From an optimization exercise on the open Yosys and OpenROAD flow, aimed at small area, a short achievable clock period and few clock cycles per item; shortcuts taken in it are not production practice. Where RTL was checked, it was by simulation tests only, not by an equivalence proof against the original. No activity file was given, so power comes from the tool's default toggle rates.

==> 12-13 <==
==> flow/design.v <==
package tps_pkg;
  localparam int unsigned FREQ_W   = 24;
  localparam int unsigned PRESC_W  = 8;
  localparam int unsigned PERIOD_W = 16;
  localparam int unsigned MATCH_W  = 15;
  localparam int unsigned HZ_W     = 32;
  localparam int unsigned CFG_IDX_W  = 2;
  localparam int unsigned CFG_DATA_W = 32;
  localparam int unsigned X_W = 32;
  localparam int unsigned D_W = 24;
  localparam int unsigned ACT_W = 25;
  localparam logic [1:0] REG_CLOCK_HZ  = 2'd0;
  localparam logic [1:0] REG_PERIOD_LO = 2'd1;
  localparam logic [1:0] REG_PERIOD_HI = 2'd2;
  localparam logic [HZ_W-1:0]     CLOCK_HZ_RST  = 32'd80000000;
  localparam logic [PERIOD_W-1:0] PERIOD_LO_RST = 16'd50;
  localparam logic [PERIOD_W-1:0] PERIOD_HI_RST = 16'd65535;
endpackage
module tps_div (
  input  logic        clk,
  input  logic        rst,
  input  logic        ld,
  input  logic [31:0] ld_x,
  input  logic [23:0] ld_d,
  input  logic        ld_p1,
  input  logic        sh_wr,       
  input  logic [4:0]  sh_in,
  input  logic        none_in,
  input  logic [15:0] hi,
  input  logic [4:0]  bl_hi,
  input  logic [4:0]  bl_f,
  output logic        busy,
  output logic [31:0] quo,
  output logic [23:0] rem,
  output logic [23:0] dvs,
  output logic        nz,
  output logic        h16,
  output logic        gt
);
  logic [5:0] cnt;
  logic       p1;
  logic [4:0] sh;
  logic       none;
  logic       lt;
  logic [55:0] aligned;
  logic [5:0]  steps;
  assign aligned = {24'd0, ld_x} << sh;
  assign steps   = 6'd32 - {1'b0, sh};
  logic [24:0] rem_sh;
  logic [26:0] diff2;
  logic [25:0] diff;
  logic        qbit;
  assign rem_sh = {rem, quo[31]};
  assign diff2  = {1'b0, rem_sh, !p1} - {2'b0, dvs, 1'b1};
  assign diff   = diff2[26:1];
  assign qbit   = !diff[25];
  logic [47:0] hi_ext;
  logic        hb;
  assign hi_ext = {31'd0, hi, 1'b0} >> cnt;
  assign hb     = hi_ext[0];
  logic [6:0] nsh;
  assign nsh = 7'd31 - {2'b0, bl_f} + {1'b0, cnt};
  always_ff @(posedge clk) begin
    if (rst) begin
      cnt <= '0;
    end else if (ld) begin
      dvs <= ld_d;
      p1  <= ld_p1;
      nz  <= 1'b0;
      h16 <= 1'b0;
      gt  <= 1'b0;
      lt  <= ({1'b0, bl_hi} > steps);
      if (none) begin
        quo <= '0;
        cnt <= '0;
      end else begin
        rem <= aligned[55:32];
        quo <= aligned[31:0];
        cnt <= steps;
      end
    end else if (cnt != 0) begin
      cnt <= cnt - 6'd1;
      if (qbit) begin
        rem <= diff[23:0];
        quo <= {quo[30:0], 1'b1};
      end else begin
        rem <= rem_sh[23:0];
        quo <= {quo[30:0], 1'b0};
      end
      nz <= nz | qbit;
      if (qbit && cnt > 6'd16) h16 <= 1'b1;
      if (!gt && !lt) begin
        if (qbit && !hb) gt <= 1'b1;
        if (!qbit && hb) lt <= 1'b1;
      end
      if (qbit && !nz) begin
        sh   <= nsh[4:0];
        none <= (cnt > {1'b0, bl_f});
      end
    end
    if (sh_wr) begin
      sh   <= sh_in;
      none <= none_in;
    end
  end
  assign busy = (cnt != 0);
endmodule
module tone_prescaler_period_search_unit (
  input  logic                           clk,
  input  logic                           rst,
  input  logic                           wr_en,
  input  logic [tps_pkg::CFG_IDX_W-1:0]  wr_index,
  input  logic [tps_pkg::CFG_DATA_W-1:0] wr_data,
  input  logic                           req_valid,
  output logic                           req_ready,
  input  logic [tps_pkg::FREQ_W-1:0]     req_frequency,
  output logic                           rsp_valid,
  input  logic                           rsp_ready,
  output logic [tps_pkg::PRESC_W-1:0]    rsp_prescaler,
  output logic [tps_pkg::PERIOD_W-1:0]   rsp_period,
  output logic [tps_pkg::MATCH_W-1:0]    rsp_match,
  output logic [tps_pkg::HZ_W-1:0]       rsp_achieved_hz,
  output logic                           rsp_clamped,
  output logic                           rsp_silent
);
  localparam int unsigned ACT_W = tps_pkg::ACT_W;
  typedef enum logic [2:0] {
    S_IDLE, S_LOAD, S_WAIT, S_PREP, S_FIN, S_END
  } state_t;
  typedef enum logic [2:0] {
    J_C,      
    J_K,      
    J_PK,     
    J_PCLK,   
    J_PER,    
    J_ERR     
  } job_t;
  state_t state;
  job_t   job;
  logic [31:0] clock_hz;
  logic [15:0] period_lo;
  logic [15:0] period_hi;
  logic [23:0] freq;
  logic [4:0]  bl_f;
  logic [7:0]  p_cnt;
  logic        nofit;    
  logic        clamp;    
  logic        sil;      
  logic [ACT_W-1:0] act_q;
  function automatic logic [5:0] bitlen32(input logic [31:0] v);
    bitlen32 = 6'd0;
    for (int i = 0; i < 32; i++)
      if (v[i]) bitlen32 = 6'(i + 1);
  endfunction
  function automatic logic [4:0] bitlen24(input logic [23:0] v);
    bitlen24 = 5'd0;
    for (int i = 0; i < 24; i++)
      if (v[i]) bitlen24 = 5'(i + 1);
  endfunction
  function automatic logic [4:0] bitlen16(input logic [15:0] v);
    bitlen16 = 5'd0;
    for (int i = 0; i < 16; i++)
      if (v[i]) bitlen16 = 5'(i + 1);
  endfunction
  logic        div_ld;
  logic [31:0] div_x;
  logic [23:0] div_d;
  logic        div_p1;
  logic        sh_wr;
  logic [4:0]  sh_in;
  logic        none_in;
  logic        div_busy;
  logic [31:0] quo;
  logic [23:0] rem;
  logic [23:0] dvs;
  logic        q_nz;
  logic        q_h16;
  logic        q_gt;
  tps_div u_div (
    .clk     (clk),
    .rst     (rst),
    .ld      (div_ld),
    .ld_x    (div_x),
    .ld_d    (div_d),
    .ld_p1   (div_p1),
    .sh_wr   (sh_wr),
    .sh_in   (sh_in),
    .none_in (none_in),
    .hi      (period_hi),
    .bl_hi   (bitlen16(period_hi)),
    .bl_f    (bl_f),
    .busy    (div_busy),
    .quo     (quo),
    .rem     (rem),
    .dvs     (dvs),
    .nz      (q_nz),
    .h16     (q_h16),
    .gt      (q_gt)
  );
  logic out_free;
  logic accept;
  logic fin_go;      
  logic q0_main;     
  logic per_lo;      
  logic per_ge_f;    
  assign out_free = !rsp_valid || rsp_ready;
  assign fin_go   = (state == S_FIN) && (sil || clamp || !div_busy);
  assign req_ready = (state == S_IDLE) || (fin_go && !rsp_valid);
  assign accept   = req_valid && req_ready;
  assign q0_main  = !q_gt || nofit;
  assign per_lo   = !q_nz || (quo[15:0] < period_lo);
  assign per_ge_f = (freq[23:16] == '0) && (quo[15:0] >= freq[15:0]);
  assign rsp_match = rsp_period[15:1];
  assign rsp_achieved_hz = {7'd0, act_q};
  always_comb begin
    div_x  = clock_hz;
    div_d  = freq;
    div_p1 = 1'b0;
    if (state == S_WAIT && job == J_C) begin
      div_x = {8'd0, rem};
      div_d = quo[23:0];
    end else if (state == S_PREP || state == S_LOAD) begin
      unique case (job)
        J_K:    begin div_x = quo; div_d = {8'd0, period_hi}; div_p1 = 1'b1; end
        J_PK:   begin div_x = {8'd0, act_q[23:0]}; div_d = {16'd0, p_cnt}; div_p1 = 1'b1; end
        J_PCLK: begin div_d = {16'd0, p_cnt}; div_p1 = 1'b1; end
        J_PER:  begin div_x = quo; end
        J_ERR:  begin div_x = {8'd0, rem}; div_d = {8'd0, quo[15:0]}; end
        default: ;
      endcase
    end
  end
  logic [5:0] bl_x;
  logic [4:0] bl_rq;
  logic [6:0] s_prep;
  logic [6:0] s_acc;
  assign bl_x   = bitlen32(div_x);
  assign bl_rq  = bitlen24(req_frequency);
  assign s_prep = {1'b0, bl_x} - {2'b0, bitlen24(div_d)} + 7'd1;
  assign s_acc  = {1'b0, bl_x} - {2'b0, bl_rq} + 7'd1;
  always_comb begin
    sh_wr   = 1'b0;
    sh_in   = 5'(7'd32 - s_acc);
    none_in = s_acc[6] || (s_acc == 7'd0);
    if (state == S_PREP) begin
      sh_wr   = 1'b1;
      sh_in   = s_prep[5] ? 5'd0 : 5'(7'd32 - s_prep);
      none_in = s_prep[6] || (s_prep == 7'd0);
    end else if (accept) begin
      sh_wr = 1'b1;
    end
  end
  assign div_ld = (state == S_LOAD) ||
                  (state == S_WAIT && job == J_C && !div_busy && q_nz && q0_main && !q_h16);
  always_ff @(posedge clk) begin
    if (rst) begin
      clock_hz  <= tps_pkg::CLOCK_HZ_RST;
      period_lo <= tps_pkg::PERIOD_LO_RST;
      period_hi <= tps_pkg::PERIOD_HI_RST;
    end else if (wr_en) begin
      case (wr_index)
        tps_pkg::REG_CLOCK_HZ:  clock_hz  <= wr_data;
        tps_pkg::REG_PERIOD_LO: period_lo <= wr_data[15:0];
        tps_pkg::REG_PERIOD_HI: period_hi <= wr_data[15:0];
        default: ;
      endcase
    end
  end
  logic [ACT_W-1:0] add_b;
  logic [ACT_W-1:0] act;
  assign add_b = (state == S_END) ? act_q : ((state == S_FIN && !clamp) ? ACT_W'(quo) : '0);
  assign act   = {1'b0, freq} + add_b;
  always_ff @(posedge clk) begin
    if (rst) begin
      state     <= S_IDLE;
      rsp_valid <= 1'b0;
    end else begin
      if (rsp_valid && rsp_ready) rsp_valid <= 1'b0;
      if (accept) begin
        freq  <= req_frequency;
        bl_f  <= bl_rq;
        nofit <= 1'b0;
        job   <= J_C;
        sil   <= (req_frequency == '0);
      end
      unique case (state)
        S_IDLE: if (accept) state <= (req_frequency == '0) ? S_FIN : S_LOAD;
        S_LOAD: state <= S_WAIT;
        S_PREP: state <= S_LOAD;
        S_FIN: begin
          if (fin_go && out_free) begin
            rsp_valid     <= 1'b1;
            rsp_prescaler <= '0;
            rsp_period    <= sil ? 16'd0 : (clamp ? 16'hFFFF : dvs[15:0]);
            rsp_clamped   <= !sil && clamp;
            rsp_silent    <= sil;
            act_q         <= sil ? '0 : act;
            state         <= !accept ? S_IDLE :
                             (req_frequency == '0) ? S_FIN : S_LOAD;
          end
        end
        S_END: begin
          if (act_q == '1) begin
            nofit <= 1'b1;
            job   <= J_C;
            state <= S_PREP;
          end else begin
            rsp_valid   <= 1'b1;
            rsp_clamped <= 1'b0;
            rsp_silent  <= 1'b0;
            act_q       <= act;
            state       <= S_IDLE;
          end
        end
        S_WAIT: begin
          if (!div_busy) begin
            unique case (job)
              J_C: begin
                clamp <= q_h16;
                if (!q_nz) begin
                  sil   <= 1'b1;
                  state <= S_FIN;
                end else if (q0_main) begin
                  state <= S_FIN;
                end else if (quo[31:24] != '0) begin
                  nofit <= 1'b1;
                  state <= S_PREP;
                end else if (out_free) begin
                  act_q <= quo[24:0];
                  job   <= J_K;
                  state <= S_PREP;
                end
              end
              J_K: begin
                if (quo[31:8] != '0) begin
                  nofit <= 1'b1;
                  job   <= J_C;
                end else begin
                  p_cnt <= quo[7:0];
                  job   <= J_PK;
                end
                state <= S_PREP;
              end
              J_PK: begin
                if (per_lo) begin
                  nofit <= 1'b1;
                  job   <= J_C;
                  state <= S_PREP;
                end else if (per_ge_f) begin
                  rsp_valid     <= 1'b1;
                  rsp_prescaler <= p_cnt;
                  rsp_period    <= quo[15:0];
                  rsp_clamped   <= 1'b0;
                  rsp_silent    <= 1'b0;
                  act_q         <= {1'b0, freq};
                  state         <= S_IDLE;
                end else begin
                  act_q <= '1;
                  job   <= J_PCLK;
                  state <= S_PREP;
                end
              end
              J_PCLK: begin
                job   <= J_PER;
                state <= S_PREP;
              end
              J_PER: begin
                if (per_lo) begin
                  state <= S_END;
                end else begin
                  job   <= J_ERR;
                  state <= S_PREP;
                end
              end
              J_ERR: begin
                if (ACT_W'(quo) < act_q) begin
                  act_q         <= ACT_W'(quo);
                  rsp_period    <= dvs[15:0];
                  rsp_prescaler <= p_cnt;
                end
                if (!q_nz || p_cnt == 8'd255) begin
                  state <= S_END;
                end else begin
                  p_cnt <= p_cnt + 8'd1;
                  job   <= J_PCLK;
                  state <= S_PREP;
                end
              end
              default: state <= S_IDLE;
            endcase
          end
        end
        default: state <= S_IDLE;
      endcase
    end
  end
endmodule
==> flow/run.sh <==
#!/bin/bash
# synth_recipe.tcl (not shown) runs the flow's synth.tcl, then flattens the netlist and writes it again
# the make line also repeats each setting of config.mk as NAME=value (left out here)
make -C /OpenROAD-flow-scripts/flow DESIGN_CONFIG=/design/flow/config.mk WORK_HOME=/design/flow/orfs CLKGATE_MAP_FILE= SYNTH_SCRIPT=/design/flow/synth_recipe.tcl finish
==> flow/config.mk <==
export PLATFORM = sky130hd
export DESIGN_NAME = tone_prescaler_period_search_unit
export DESIGN_NICKNAME = tone_prescaler_period_search_unit
export VERILOG_FILES = /design/flow/design.v
export SDC_FILE = /design/flow/constraint.sdc
export NUM_CORES = 4
export LEC_CHECK = 0
export ABC_CLOCK_PERIOD_IN_PS = 3000
export CAP_MARGIN = 20
export CORE_MARGIN = 2
export CORE_UTILIZATION = 40
export SETUP_SLACK_MARGIN = 3.5
export SLEW_MARGIN = 20
==> flow/constraint.sdc <==
create_clock -name core_clock -period 7.0 [get_ports {clk}]
set_input_delay 1.4000 -clock core_clock [delete_from_list [all_inputs] [get_ports {clk}]]
set_output_delay 1.4000 -clock core_clock [all_outputs]
set_load 0.01 [all_outputs]
==> inputs of 02-10, as changes to 12-13 <==
--- a/flow/design.v
+++ b/flow/design.v
@@ -58,8 +58,8 @@
   logic        hb;
   assign hi_ext = {31'd0, hi, 1'b0} >> cnt;
   assign hb     = hi_ext[0];
-  logic [6:0] nsh;
-  assign nsh = 7'd31 - {2'b0, bl_f} + {1'b0, cnt};
+  logic [5:0] nsh;
+  assign nsh = 6'd31 - {1'b0, bl_f} + cnt;
   always_ff @(posedge clk) begin
     if (rst) begin
       cnt <= '0;
@@ -142,6 +142,8 @@
   logic [15:0] period_hi;
   logic [23:0] freq;
   logic [4:0]  bl_f;
+  logic [5:0]  bl_c;     
+  logic [4:0]  bl_hi;
   logic [7:0]  p_cnt;
   logic        nofit;    
   logic        clamp;    
@@ -187,7 +189,7 @@
     .sh_in   (sh_in),
     .none_in (none_in),
     .hi      (period_hi),
-    .bl_hi   (bitlen16(period_hi)),
+    .bl_hi   (bl_hi),
     .bl_f    (bl_f),
     .busy    (div_busy),
     .quo     (quo),
@@ -230,23 +232,29 @@
       endcase
     end
   end
-  logic [5:0] bl_x;
   logic [4:0] bl_rq;
-  logic [6:0] s_prep;
   logic [6:0] s_acc;
-  assign bl_x   = bitlen32(div_x);
-  assign bl_rq  = bitlen24(req_frequency);
-  assign s_prep = {1'b0, bl_x} - {2'b0, bitlen24(div_d)} + 7'd1;
-  assign s_acc  = {1'b0, bl_x} - {2'b0, bl_rq} + 7'd1;
+  logic [6:0] s_prep;
+  assign bl_rq = bitlen24(req_frequency);
+  assign s_acc = {1'b0, bitlen32(clock_hz)} - {2'b0, bl_rq} + 7'd1;
+  always_comb begin
+    unique case (job)
+      J_K:     s_prep = {1'b0, bl_c} - {2'b0, bl_f} - {2'b0, bl_hi} + 7'd2;
+      J_PK,
+      J_PER:   s_prep = {2'b0, bl_hi};
+      J_PCLK:  s_prep = {1'b0, bl_c};
+      default: s_prep = {1'b0, bl_c} - {2'b0, bl_f} + 7'd1;
+    endcase
+  end
   always_comb begin
     sh_wr   = 1'b0;
     sh_in   = 5'(7'd32 - s_acc);
     none_in = s_acc[6] || (s_acc == 7'd0);
     if (state == S_PREP) begin
-      sh_wr   = 1'b1;
+      sh_wr   = (job != J_ERR);
       sh_in   = s_prep[5] ? 5'd0 : 5'(7'd32 - s_prep);
       none_in = s_prep[6] || (s_prep == 7'd0);
-    end else if (accept) begin
+    end else if (req_ready) begin
       sh_wr = 1'b1;
     end
   end
@@ -276,7 +284,9 @@
       rsp_valid <= 1'b0;
     end else begin
       if (rsp_valid && rsp_ready) rsp_valid <= 1'b0;
-      if (accept) begin
+      bl_c  <= bitlen32(clock_hz);
+      bl_hi <= bitlen16(period_hi);
+      if (req_ready) begin
         freq  <= req_frequency;
         bl_f  <= bl_rq;
         nofit <= 1'b0;
Settings changed: SETUP_SLACK_MARGIN 3.5 to 4.0.
==> inputs of 03-19, as changes to 12-13 <==
--- a/flow/design.v
+++ b/flow/design.v
@@ -37,29 +37,47 @@
   output logic        h16,
   output logic        gt
 );
-  logic [5:0] cnt;
+  logic [4:0] cnt;       
   logic       p1;
   logic [4:0] sh;
   logic       none;
   logic       lt;
+  logic [3:0]  sh2;
   logic [55:0] aligned;
   logic [5:0]  steps;
-  assign aligned = {24'd0, ld_x} << sh;
-  assign steps   = 6'd32 - {1'b0, sh};
-  logic [24:0] rem_sh;
-  logic [26:0] diff2;
-  logic [25:0] diff;
-  logic        qbit;
-  assign rem_sh = {rem, quo[31]};
-  assign diff2  = {1'b0, rem_sh, !p1} - {2'b0, dvs, 1'b1};
-  assign diff   = diff2[26:1];
-  assign qbit   = !diff[25];
-  logic [47:0] hi_ext;
-  logic        hb;
-  assign hi_ext = {31'd0, hi, 1'b0} >> cnt;
-  assign hb     = hi_ext[0];
-  logic [6:0] nsh;
-  assign nsh = 7'd31 - {2'b0, bl_f} + {1'b0, cnt};
+  assign sh2     = sh[4:1];
+  assign aligned = {24'd0, ld_x} << {sh2, 1'b0};
+  assign steps   = 6'd32 - {1'b0, sh2, 1'b0};
+  logic [24:0] rs1, rs2;
+  logic [26:0] d1w, d2w;
+  logic        qa, qb;
+  logic [23:0] r1, r2;
+  assign rs1 = {rem, quo[31]};
+  assign d1w = {1'b0, rs1, !p1} - {2'b0, dvs, 1'b1};
+  assign qa  = !d1w[26];
+  assign r1  = qa ? d1w[24:1] : rs1[23:0];
+  assign rs2 = {r1, quo[30]};
+  assign d2w = {1'b0, rs2, !p1} - {2'b0, dvs, 1'b1};
+  assign qb  = !d2w[26];
+  assign r2  = qb ? d2w[24:1] : rs2[23:0];
+  logic [49:0] hi_ext;
+  logic        hba, hbb;
+  assign hi_ext = {32'd0, hi, 2'b0} >> {cnt, 1'b0};
+  assign hba    = hi_ext[1];
+  assign hbb    = hi_ext[0];
+  logic [5:0] blq;
+  logic [5:0] nsh;
+  assign blq = {cnt, 1'b0} - {5'd0, !qa};
+  assign nsh = 6'd31 - {1'b0, bl_f} + {cnt, 1'b0} - {5'd0, !qa};
+  logic gt1, lt1;
+  always_comb begin
+    gt1 = gt;
+    lt1 = lt;
+    if (!gt1 && !lt1) begin
+      if (qa && !hba) gt1 = 1'b1;
+      if (!qa && hba) lt1 = 1'b1;
+    end
+  end
   always_ff @(posedge clk) begin
     if (rst) begin
       cnt <= '0;
@@ -76,26 +94,23 @@
       end else begin
         rem <= aligned[55:32];
         quo <= aligned[31:0];
-        cnt <= steps;
+        cnt <= steps[5:1];
       end
     end else if (cnt != 0) begin
-      cnt <= cnt - 6'd1;
-      if (qbit) begin
-        rem <= diff[23:0];
-        quo <= {quo[30:0], 1'b1};
-      end else begin
-        rem <= rem_sh[23:0];
-        quo <= {quo[30:0], 1'b0};
+      cnt <= cnt - 5'd1;
+      rem <= r2;
+      quo <= {quo[29:0], qa, qb};
+      nz  <= nz | qa | qb;
+      if ((qa || qb) && cnt > 5'd8) h16 <= 1'b1;
+      gt <= gt1;
+      lt <= lt1;
+      if (!gt1 && !lt1) begin
+        if (qb && !hbb) gt <= 1'b1;
+        if (!qb && hbb) lt <= 1'b1;
       end
-      nz <= nz | qbit;
-      if (qbit && cnt > 6'd16) h16 <= 1'b1;
-      if (!gt && !lt) begin
-        if (qbit && !hb) gt <= 1'b1;
-        if (!qbit && hb) lt <= 1'b1;
-      end
-      if (qbit && !nz) begin
+      if ((qa || qb) && !nz) begin
         sh   <= nsh[4:0];
-        none <= (cnt > {1'b0, bl_f});
+        none <= (blq > {1'b0, bl_f});
       end
     end
     if (sh_wr) begin
@@ -142,25 +157,40 @@
   logic [15:0] period_hi;
   logic [23:0] freq;
   logic [4:0]  bl_f;
+  logic [5:0]  bl_c;     
+  logic [4:0]  bl_hi;
   logic [7:0]  p_cnt;
   logic        nofit;    
   logic        clamp;    
   logic        sil;      
   logic [ACT_W-1:0] act_q;
-  function automatic logic [5:0] bitlen32(input logic [31:0] v);
-    bitlen32 = 6'd0;
-    for (int i = 0; i < 32; i++)
-      if (v[i]) bitlen32 = 6'(i + 1);
-  endfunction
-  function automatic logic [4:0] bitlen24(input logic [23:0] v);
-    bitlen24 = 5'd0;
-    for (int i = 0; i < 24; i++)
-      if (v[i]) bitlen24 = 5'(i + 1);
+  function automatic logic [5:0] msb32(input logic [31:0] v);
+    logic [15:0] n1; logic        p1 [16];
+    logic [7:0]  n2; logic [1:0]  p2 [8];
+    logic [3:0]  n3; logic [2:0]  p3 [4];
+    logic [1:0]  n4; logic [3:0]  p4 [2];
+    for (int i = 0; i < 16; i++) begin
+      n1[i] = v[2*i+1] | v[2*i];
+      p1[i] = v[2*i+1];
+    end
+    for (int i = 0; i < 8; i++) begin
+      n2[i] = n1[2*i+1] | n1[2*i];
+      p2[i] = n1[2*i+1] ? {1'b1, p1[2*i+1]} : {1'b0, p1[2*i]};
+    end
+    for (int i = 0; i < 4; i++) begin
+      n3[i] = n2[2*i+1] | n2[2*i];
+      p3[i] = n2[2*i+1] ? {1'b1, p2[2*i+1]} : {1'b0, p2[2*i]};
+    end
+    for (int i = 0; i < 2; i++) begin
+      n4[i] = n3[2*i+1] | n3[2*i];
+      p4[i] = n3[2*i+1] ? {1'b1, p3[2*i+1]} : {1'b0, p3[2*i]};
+    end
+    msb32 = {n4[1] | n4[0], n4[1] ? {1'b1, p4[1]} : {1'b0, p4[0]}};
   endfunction
-  function automatic logic [4:0] bitlen16(input logic [15:0] v);
-    bitlen16 = 5'd0;
-    for (int i = 0; i < 16; i++)
-      if (v[i]) bitlen16 = 5'(i + 1);
+  function automatic logic [5:0] bitlen32(input logic [31:0] v);
+    logic [5:0] m;
+    m = msb32(v);
+    bitlen32 = m[5] ? {1'b0, m[4:0]} + 6'd1 : 6'd0;
   endfunction
   logic        div_ld;
   logic [31:0] div_x;
@@ -187,7 +217,7 @@
     .sh_in   (sh_in),
     .none_in (none_in),
     .hi      (period_hi),
-    .bl_hi   (bitlen16(period_hi)),
+    .bl_hi   (bl_hi),
     .bl_f    (bl_f),
     .busy    (div_busy),
     .quo     (quo),
@@ -230,23 +260,33 @@
       endcase
     end
   end
-  logic [5:0] bl_x;
-  logic [4:0] bl_rq;
+  logic [5:0] m_rq;
+  logic [5:0] m_c;
+  logic [4:0] sh_acc;
+  logic       none_acc;
+  assign m_rq     = msb32({8'd0, req_frequency});
+  assign m_c      = msb32(clock_hz);
+  assign sh_acc   = ~m_c[4:0] + m_rq[4:0];
+  assign none_acc = !m_c[5] || (m_rq[4:0] > m_c[4:0]);
   logic [6:0] s_prep;
-  logic [6:0] s_acc;
-  assign bl_x   = bitlen32(div_x);
-  assign bl_rq  = bitlen24(req_frequency);
-  assign s_prep = {1'b0, bl_x} - {2'b0, bitlen24(div_d)} + 7'd1;
-  assign s_acc  = {1'b0, bl_x} - {2'b0, bl_rq} + 7'd1;
+  always_comb begin
+    unique case (job)
+      J_K:     s_prep = {1'b0, bl_c} - {2'b0, bl_f} - {2'b0, bl_hi} + 7'd2;
+      J_PK,
+      J_PER:   s_prep = {2'b0, bl_hi};
+      J_PCLK:  s_prep = {1'b0, bl_c};
+      default: s_prep = {1'b0, bl_c} - {2'b0, bl_f} + 7'd1;
+    endcase
+  end
   always_comb begin
     sh_wr   = 1'b0;
-    sh_in   = 5'(7'd32 - s_acc);
-    none_in = s_acc[6] || (s_acc == 7'd0);
+    sh_in   = sh_acc;
+    none_in = none_acc;
     if (state == S_PREP) begin
-      sh_wr   = 1'b1;
+      sh_wr   = (job != J_ERR);
       sh_in   = s_prep[5] ? 5'd0 : 5'(7'd32 - s_prep);
       none_in = s_prep[6] || (s_prep == 7'd0);
-    end else if (accept) begin
+    end else if (req_ready) begin
       sh_wr = 1'b1;
     end
   end
@@ -276,9 +316,11 @@
       rsp_valid <= 1'b0;
     end else begin
       if (rsp_valid && rsp_ready) rsp_valid <= 1'b0;
-      if (accept) begin
+      bl_c  <= bitlen32(clock_hz);
+      bl_hi <= 5'(bitlen32({16'd0, period_hi}));
+      if (req_ready) begin
         freq  <= req_frequency;
-        bl_f  <= bl_rq;
+        bl_f  <= m_rq[4:0] + 5'd1;
         nofit <= 1'b0;
         job   <= J_C;
         sil   <= (req_frequency == '0);
Settings changed: ABC_CLOCK_PERIOD_IN_PS 3000 to 4000, SETUP_SLACK_MARGIN 3.5 to 3.0.
==> notes <==
12-13 ran to the end with no violations. 02-10 finished with timing, DRC and antenna clean. 03-19 finished clean.
Between 02-10 and 12-13, the lower sequential share of layout area is in 02-10 (gap 1.0 points).
Against 03-19, the flip-flop and latch count of 02-10 is higher by 2.
Between 12-13 and 03-19, the lower register-to-register slack is in 03-19 (gap 380 ps).
Of 02-10 and 03-19, 02-10 has the higher routed wire length (gap 4.0%, measured against 03-19).
Via count: 12-13 < 03-19 < 02-10.
Between 02-10 and 03-19, the lower setup slack is in 03-19 (gap 1100 ps).
Global-route usage: 12-13 > 02-10 > 03-19.
Between 02-10 and 12-13, the lower count of clock-buffer cells in the layout is in 12-13 (gap 9).
==> figures <==
item	03-19	12-13	02-10
Run status	finished clean	finished clean	finished clean
EDFF count, synth	195	185	196
Die footprint	0.0572 mm2	0.0536 mm2	0.0551 mm2
Length of routed met2 wiring	42600 um	40200 um	43000 um
Worst Hold End	period_lo[3]	period_lo[3]	period_lo[10]
Number of buffers inserted by post-CTS setup repair	73	99	243
Clock buffers and inverters, area share	4.61%	4.17%	3.85%
Diode insertion count for antenna repair	1	2	0
Share of synthesized area occupied by flip-flops and latches	33.1%	34.0%	34.6%
Post-synthesis compound-gate area fraction	24.2%	25.4%	24.5%
Global Route Usage Sum	33.1%	34.7%	34.2%
Part of the total power dissipated in combinational logic	68.6%	62.9%	65.1%
HPWL after detailed placement	71400 um	68000 um	68000 um
Number of buffers added by the clock tree synthesis step	36	34	35
Layout fillers	5152	4521	4442
Period Utilization, post-route	75.1%	69.6%	60.0%
Worst Tran Pin Value	1030 ps	1100 ps	1170 ps
Met1 Usage GRT	44.1%	46.7%	43.3%
Testbench counts of 03-19, summed over its fixed seeds: cycles 7,632, items 576.
No functional check of the RTL was part of 12-13 and 02-10.

[afterwards: timing with drivers on the ports]
How much do the figures lean on ideal ports? The routed layouts below were timed once more, with nothing changed but the port constraints.
Step 1 assumes that a clkbuf_16 drives the clock port and a buf_2 every other input.
Step 2 also shifts input and output timing later by t, the mid clock arrival at the registers, as if the neighbouring blocks saw the same clock.
a / b / c = no drivers / after step 1 / after step 2; a / b = the first two.
| run | t, ns | setup slack, ns | worst setup path at the end | slew at the worst register clock pin (ns) | cell pins on the clock port's net |
|---|---|---|---|---|---|
| 12-13 | 0.609 | 2.128 / 2.128 / 1.806 | input to register | 0.07 / 0.07 | 1 |
| 02-10 | 0.605 | 2.799 / 2.817 / 2.211 | input to register | 0.07 / 0.07 | 1 |
| 03-19 | 0.623 | 1.744 / 1.744 / 1.744 | register to register | 0.07 / 0.07 | 1 |
After both steps setup and hold are still met in every run listed. The setup slack of 02-10, which loses most, moves by +0.018 ns with the drivers and by -0.588 ns with both steps.
